Background: an optimization exercise with open tools, aiming at small area, a short achievable clock period and few clock cycles per item. Do not read the settings as production practice. Only simulation tests tie the RTL to the original design; equivalence was not proved.

File: config.mk
export PLATFORM = sky130hd
export DESIGN_NAME = point_in_polygon_crossing_test
export DESIGN_NICKNAME = point_in_polygon_crossing_test
export VERILOG_FILES = /design/flow/design.v
export SDC_FILE = /design/flow/constraint.sdc
export NUM_CORES = 4
export LEC_CHECK = 0
export CAP_MARGIN = 20
export CORE_MARGIN = 2
export CORE_UTILIZATION = 40
export SLEW_MARGIN = 20
File: constraint.sdc
create_clock -name core_clock -period 10.0 [get_ports {i_clk}]
set_input_delay 2.0000 -clock core_clock [delete_from_list [all_inputs] [get_ports {i_clk}]]
set_output_delay 2.0000 -clock core_clock [all_outputs]
set_load 0.01 [all_outputs]
File: design.v
package pip_pkg;
    localparam int COORD_BITS_DEFAULT  = 16;
    localparam int QUEUE_DEPTH_DEFAULT = 4;
    typedef enum logic {
        CFG_QUERY_X = 1'b0,
        CFG_QUERY_Y = 1'b1
    } t_cfg_idx;
    typedef struct packed {
        logic [15:0] mu;     
        logic        su;     
        logic        pu;     
        logic [15:0] mv;     
        logic        pv;     
    } t_vtx;
endpackage
module pip_front #(
    parameter int COORD_BITS = pip_pkg::COORD_BITS_DEFAULT
) (
    input  logic [COORD_BITS-1:0] i_x,
    input  logic [COORD_BITS-1:0] i_y,
    input  logic [COORD_BITS-1:0] i_qx,
    input  logic [COORD_BITS-1:0] i_qy,
    output pip_pkg::t_vtx         o_vtx
);
    localparam int C = COORD_BITS;
    logic [C:0] du;
    logic [C:0] dv;
    assign du = {i_x[C-1], i_x} - {i_qx[C-1], i_qx};
    assign dv = {i_y[C-1], i_y} - {i_qy[C-1], i_qy};
    assign o_vtx.mu   = du[C] ? C'(-du) : du[C-1:0];
    assign o_vtx.su   = du[C];
    assign o_vtx.pu   = !du[C] && (du != '0);
    assign o_vtx.mv   = dv[C] ? C'(-dv) : dv[C-1:0];
    assign o_vtx.pv   = !dv[C] && (dv != '0);
endmodule
module pip_queue #(
    parameter int DEPTH = pip_pkg::QUEUE_DEPTH_DEFAULT
) (
    input  logic i_clk,
    input  logic i_rst_n,
    input  logic i_push,
    input  logic i_data,
    output logic o_valid,
    input  logic i_pop,
    output logic o_data
);
    localparam int PTR_BITS = $clog2(DEPTH);
    logic [DEPTH-1:0]    r_mem;
    logic [PTR_BITS-1:0] r_wr_ptr;
    logic [PTR_BITS-1:0] r_rd_ptr;
    logic [PTR_BITS:0]   r_count;
    logic                rd_en;
    assign o_valid = (r_count != '0);
    assign o_data  = r_mem[r_rd_ptr];
    assign rd_en   = i_pop && o_valid;
    always_ff @(posedge i_clk) begin
        if (!i_rst_n) begin
            r_wr_ptr <= '0;
            r_rd_ptr <= '0;
            r_count  <= '0;
        end else begin
            if (i_push) r_wr_ptr <= r_wr_ptr + 1'b1;
            if (rd_en)  r_rd_ptr <= r_rd_ptr + 1'b1;
            if (i_push && !rd_en) begin
                r_count <= r_count + 1'b1;
            end else if (rd_en && !i_push) begin
                r_count <= r_count - 1'b1;
            end
        end
    end
    always_ff @(posedge i_clk) begin
        if (i_push) r_mem[r_wr_ptr] <= i_data;
    end
endmodule
module pip_back (
    input  pip_pkg::t_vtx i_p1,
    input  pip_pkg::t_vtx i_p2,
    output logic          o_toggle
);
    logic signed [17:0] a1;
    logic signed [17:0] b2;
    logic signed [17:0] a2;
    logic signed [17:0] b1;
    logic signed [33:0] diff;
    logic               lt;
    logic               gt;
    logic               rise;
    assign a1   = {2'b0, i_p1.mu};
    assign b2   = {2'b0, i_p2.mv};
    assign a2   = {2'b0, i_p2.mu};
    assign b1   = {2'b0, i_p1.mv};
    assign diff = a1 * b2 - a2 * b1;
    assign lt   = diff[33];
    assign gt   = !diff[33] && (diff != '0);
    assign rise = i_p2.pv;
    always_comb begin
        if (i_p1.pv == i_p2.pv) begin
            o_toggle = 1'b0;
        end else if (rise) begin
            o_toggle = i_p1.pu ? (!i_p2.su || gt) : (!i_p2.su && lt);
        end else begin
            o_toggle = i_p2.pu ? (!i_p1.su || lt) : (!i_p1.su && gt);
        end
    end
endmodule
module point_in_polygon_crossing_test #(
    parameter int COORD_BITS  = pip_pkg::COORD_BITS_DEFAULT,
    parameter int QUEUE_DEPTH = pip_pkg::QUEUE_DEPTH_DEFAULT
) (
    input  logic                  i_clk,
    input  logic                  i_rst_n,
    input  logic                  i_cfg_we,
    input  logic                  i_cfg_idx,
    input  logic [COORD_BITS-1:0] i_cfg_data,
    input  logic                  i_valid,
    output logic                  o_ready,
    input  logic [COORD_BITS-1:0] i_vertex_x,
    input  logic [COORD_BITS-1:0] i_vertex_y,
    input  logic                  i_last_vertex,
    output logic                  o_valid,
    input  logic                  i_ready,
    output logic                  o_inside_res
);
    localparam int OWE_BITS = $clog2(QUEUE_DEPTH + 1);
    logic [COORD_BITS-1:0] r_query_x;
    logic [COORD_BITS-1:0] r_query_y;
    logic                  r_ready;
    logic                  accept;
    logic                  r_open;
    logic [OWE_BITS-1:0]   r_owed;
    logic [OWE_BITS-1:0]   n_owed;
    logic                  pop;
    pip_pkg::t_vtx         in_vtx;
    logic                  r_cur_v;
    logic                  r_cur_first;
    logic                  r_cur_last;
    pip_pkg::t_vtx         r_cur;
    pip_pkg::t_vtx         r_prev;
    pip_pkg::t_vtx         r_first;
    logic                  r_close;
    pip_pkg::t_vtx         e_p2;
    logic                  edge_en;
    logic                  toggle;
    logic                  r_parity;
    always_ff @(posedge i_clk) begin
        if (!i_rst_n) begin
            r_query_x <= '0;
            r_query_y <= '0;
        end else if (i_cfg_we) begin
            case (i_cfg_idx)
                pip_pkg::CFG_QUERY_X: r_query_x <= i_cfg_data;
                pip_pkg::CFG_QUERY_Y: r_query_y <= i_cfg_data;
                default: ;
            endcase
        end
    end
    assign o_ready = r_ready;
    assign accept  = i_valid && r_ready;
    assign pop     = o_valid && i_ready;
    assign n_owed  = r_owed + OWE_BITS'(accept && i_last_vertex) - OWE_BITS'(pop);
    always_ff @(posedge i_clk) begin
        if (!i_rst_n) begin
            r_ready <= 1'b1;
            r_owed  <= '0;
            r_open  <= 1'b0;
        end else begin
            r_ready <= (n_owed < OWE_BITS'(QUEUE_DEPTH));
            r_owed  <= n_owed;
            if (accept) r_open <= !i_last_vertex;
        end
    end
    pip_front #(
        .COORD_BITS (COORD_BITS)
    ) u_front (
        .i_x        (i_vertex_x),
        .i_y        (i_vertex_y),
        .i_qx       (r_query_x),
        .i_qy       (r_query_y),
        .o_vtx      (in_vtx)
    );
    always_ff @(posedge i_clk) begin
        r_cur       <= in_vtx;
        r_cur_first <= !r_open;
        r_cur_last  <= i_last_vertex;
    end
    always_ff @(posedge i_clk) begin
        if (!i_rst_n) begin
            r_cur_v <= 1'b0;
            r_close <= 1'b0;
        end else begin
            r_cur_v <= accept;
            r_close <= r_cur_v && r_cur_last;
        end
    end
    always_ff @(posedge i_clk) begin
        if (r_cur_v) begin
            r_prev <= r_cur;
            if (r_cur_first) r_first <= r_cur;
        end
    end
    assign e_p2    = r_close ? r_first : r_cur;
    assign edge_en = r_close || (r_cur_v && !r_cur_first);
    pip_back u_back (
        .i_p1     (r_prev),
        .i_p2     (e_p2),
        .o_toggle (toggle)
    );
    always_ff @(posedge i_clk) begin
        if (!i_rst_n) begin
            r_parity <= 1'b0;
        end else if (edge_en) begin
            r_parity <= r_close ? 1'b0 : (r_parity ^ toggle);
        end
    end
    pip_queue #(
        .DEPTH   (QUEUE_DEPTH)
    ) u_queue (
        .i_clk   (i_clk),
        .i_rst_n (i_rst_n),
        .i_push  (r_close),
        .i_data  (r_parity ^ toggle),
        .o_valid (o_valid),
        .i_pop   (i_ready),
        .o_data  (o_inside_res)
    );
endmodule
File: run.sh
#!/bin/bash
# synth_recipe.tcl (not shown) runs the flow's synth.tcl, then flattens the netlist and writes it again
# the make line also repeats each setting of config.mk as NAME=value (left out here)
make -C /OpenROAD-flow-scripts/flow DESIGN_CONFIG=/design/flow/config.mk WORK_HOME=/design/flow/orfs CLKGATE_MAP_FILE= SYNTH_SCRIPT=/design/flow/synth_recipe.tcl finish
==> flow_summary.yaml <==
synth:
  synth-simple-area-share_pct: 17.33
  synth_top_area_share_pct: 29.98
  yosys-top-cells-count: "inv_1 (538), nand2_1 (407), fa_1 (393)"
  synth_compound_area_share_pct: 9.093
  synth_cells: 2918
  synthesis.nets: 3647
  yosys_warnings: 3
  yosys.area.top_type: "fa_1"
  syn_area_per_cell_um2: 8.993
  synth_area_leaders: "fa_1 (30%), ha_1 (13%), edfxtp_1 (8.5%)"
  synth_area_um2: 26240
  synth-seq-area-share_pct: 14.88
  synth_top_family_by_area: "adder cells"
  ys.flop_type: "dfxtp_1"
  synth_fa_ha_area_share_pct: 43.38
  synthArstFlopShare_pct: 0
  ys_types: 68
  synth-seq-cells: 158
  synth.most_common_cell: "inv_1"
  synth_xor_area_share_pct: 4.239
  synth_mux_area_share_pct: 1.955
  synth_edf_count: 74
timing:
  whs_ns: 0.3942
  hold_violations: 0
  fin_ws_ns: 0.4086
  tns_ns: 0
  slew_violations: 0
  tightestPinTransition_ns: 0.9419
  finalClockSkew_ns: 0.01055
  fin_crit_ns: 9.591
  fmax_mhz: 104.3
  period_share_pct: 95.91
  setup_viol: 0
  maxSlewHeadroom_pct: 37.08
clock_tree:
  hold_buffers: 0
  cts.sinks: 158
  cts_tree: "done"
  cts_buffer_depth: 2
  clk_latency_ns: 0.43
  cts_root_buf: "clkbuf_16"
  cts_inserted_buffers: 17
  clk_pin_slew_ns: 0.07
  ctsHtreeMaxLevel: 4
setup_path:
  endpoint_kind: "flop"
  r2r_cells: 36
  critPathRequiredTime_ns: 10.36
  r2r-start: "r_close$_SDFF_PN0_"
  critPathLaunch: "r_close$_SDFF_PN0_"
  cp_common_cell: "fa_1"
  r2r-end: "r_parity$_SDFFE_PN0P_"
  critPathBufInv: 8
  slowest_delay_ns: 0.55
  crit_family: "adder cells"
  critPathArrivalTime_ns: 9.96
  cp_max_fo: 13
  path_depth: 36
  slowest_stage: "fa_1"
  critPathKind: "reg2reg"
  endpoint: "r_parity$_SDFFE_PN0P_"
  cp-start-kind: "flop"
  reg2reg_slack_ns: 0.41
grt:
  grt_pass1_wl_mm: 116.4
  first_global_vias: 21513
  antenna_found_initial: 1
  grtUsageTotal_pct: 22.09
  grt_max_degree: 48
  grt_remaining_overflow: 0
layout:
  syn2layout_area_growth_pct: 10.55
  final_cell_area_um2: 29010
  fill_cells: 6294
  final_nets: 3714
  seqCellArea_um2: 3908
  drive_gt1_share_pct: 6.137
  stdcell_count: 3853
  diodes: 0
  final_core_util_pct: 44.84
  multi_input_area_um2: 20110
routing:
  routed_wl_mm: 73.48
  drt-initial-drc-count: 1356
  avgViaCountPerCell: 5.234
  drtAntennaViolNets: 0
  wl_per_cell_um: 19.07
  drc: 0
  vias: 20165
  dr.pass1.iters: 6
placed_design:
  placed_cell_area_um2: 28070
  io_buffers: 57
  dp_cells: 3800
  place_congestion: 0.9896
  place_hpwl_mm: 60.42
  place_ws_ns: 0.006294
floorplan:
  core_um2: 64700
  top_level_ports: 58
  die_area_um2: 67670
  die_width_um: 260.1
  start_util_pct: 40.56
  die_y_um: 260.1
  num_rows: 93
outcome:
  status: "complete, no violations"
min_path:
  min_path_type: "reg2reg"
  min_path_cells: 1
flow_run:
  max_cap_viol_count: 0
==> final cells by class <==
type,count,area share [%]
clock buffer,17,1.466
clock inverter,15,0.4917
inverter,538,6.961
multi-input combinational,2124,69.33
sequential,158,13.47
tap,855,3.688
timing repair buffer,146,4.589
==> how the worst min path moves through the flow <==
stage | from | to | slack [ns]
global route | r_open$_SDFFE_PN0P_ | r_cur_first$_DFF_P_ | 0.42
detailed placement | r_open$_SDFFE_PN0P_ | r_cur_first$_DFF_P_ | 0.38
floorplan | r_open$_SDFFE_PN0P_ | r_cur_first$_DFF_P_ | 0.35
CTS | r_open$_SDFFE_PN0P_ | r_cur_first$_DFF_P_ | 0.40
finish | r_open$_SDFFE_PN0P_ | r_cur_first$_DFF_P_ | 0.39
global placement | r_open$_SDFFE_PN0P_ | r_cur_first$_DFF_P_ | 0.36
==> registers in the layout, summed over array words and instances, names as in the netlist, 2 cells and up <==
name and cells:
r_cur 35, r_first 35, r_prev 35, r_query_x 16, r_query_y 16, u_queue.r_mem 4, r_owed 3, u_queue.r_count 3
u_queue.r_rd_ptr 2, u_queue.r_wr_ptr 2
==> cell usage in the layout (no fill, tap or decap), types with 13 or more instances in the layout <==
master / instances
and2_1: 201
mux2_2: 13
nand2_1: 407
or3_1: 13
a21oi_1: 90
edfxtp_1: 74
nand3_1: 30
a21o_1: 42
nand2b_1: 29
o21ai_0: 60
xnor2_1: 87
nor2_1: 79
clkbuf_16: 19
fa_1: 393
o21a_1: 13
a21boi_0: 39
nor2b_1: 72
nand4_1: 16
a31oi_1: 13
clkdlybuf4s50_1: 57
mux2_4: 17
buf_4: 81
inv_1: 538
nor3_1: 24
dfxtp_1: 83
xor2_1: 40
ha_1: 281
==> repair_timing <==
| item | in CTS | in global routing |
|---|---|---|
| setup endpoints to repair | 3 | 5 |
| gates resized for setup | 2 | 40 |
| endpoints found under the hold margin | 0 | 0 |
| gates cloned | 0 | 3 |
| pin swaps | 0 | 10 |
| setup buffers | 0 | 18 |
==> worst reg2reg max path, delay by kind of cell (launching register included) <==
kind,cells,cell delay [ns]
AOI/OAI and AO/OA,13,2.52
xor gates and xnor gates,1,0.41
adders and majority gates,8,3.35
buffers and inverters,8,0.96
DFF,1,0.44
muxes,2,0.59
and+or+nand+nor,4,1.24
==> kinds of logic after synthesis <==
| family | Yosys count |
|---|---|
| AND/OR/NAND/NOR | 919 |
| adder cells (fa/ha/maj) | 674 |
| XOR/XNOR | 127 |
| flip-flops | 158 |
| AO/OA/AOI/OAI | 359 |
| buffers and inverters | 636 |
| multiplexers | 45 |
==> per-layer routing <==
metal	vias to the layer above	share of wire, %	global-route usage (%)
li1	9364	-	-
met1	10049	42	28.43
met2	629	49	38.86
met3	123	5.2	2.086
met4	0	3.3	7.365
met5	-	0	0
Testbench counts, summed over its fixed seeds: cycles 14,533, vertices 14,293.

separate check: timing with driven ports:
No port has a modelled driver above. Below, the same layout with a new extraction and two added sets of constraints. Step 1, drivers: a clkbuf_16 drives i_clk and a buf_2 each remaining input, both assumed. Step 2 also shifts input and output timing later by t, the mid clock arrival at the registers, as if the neighbouring blocks saw the same clock. Three values: ideal ports, drivers, drivers and shift; two values: the first two.
t, ns: 0.465
setup slack, ns: 0.409 / 0.409 / 0.409
latest minus earliest clock arrival (ns): 0.010 / 0.011
After both steps setup and hold are still met in this run. The setup slack of this run moves by 0.000 ns with the drivers and by 0.000 ns with both steps.
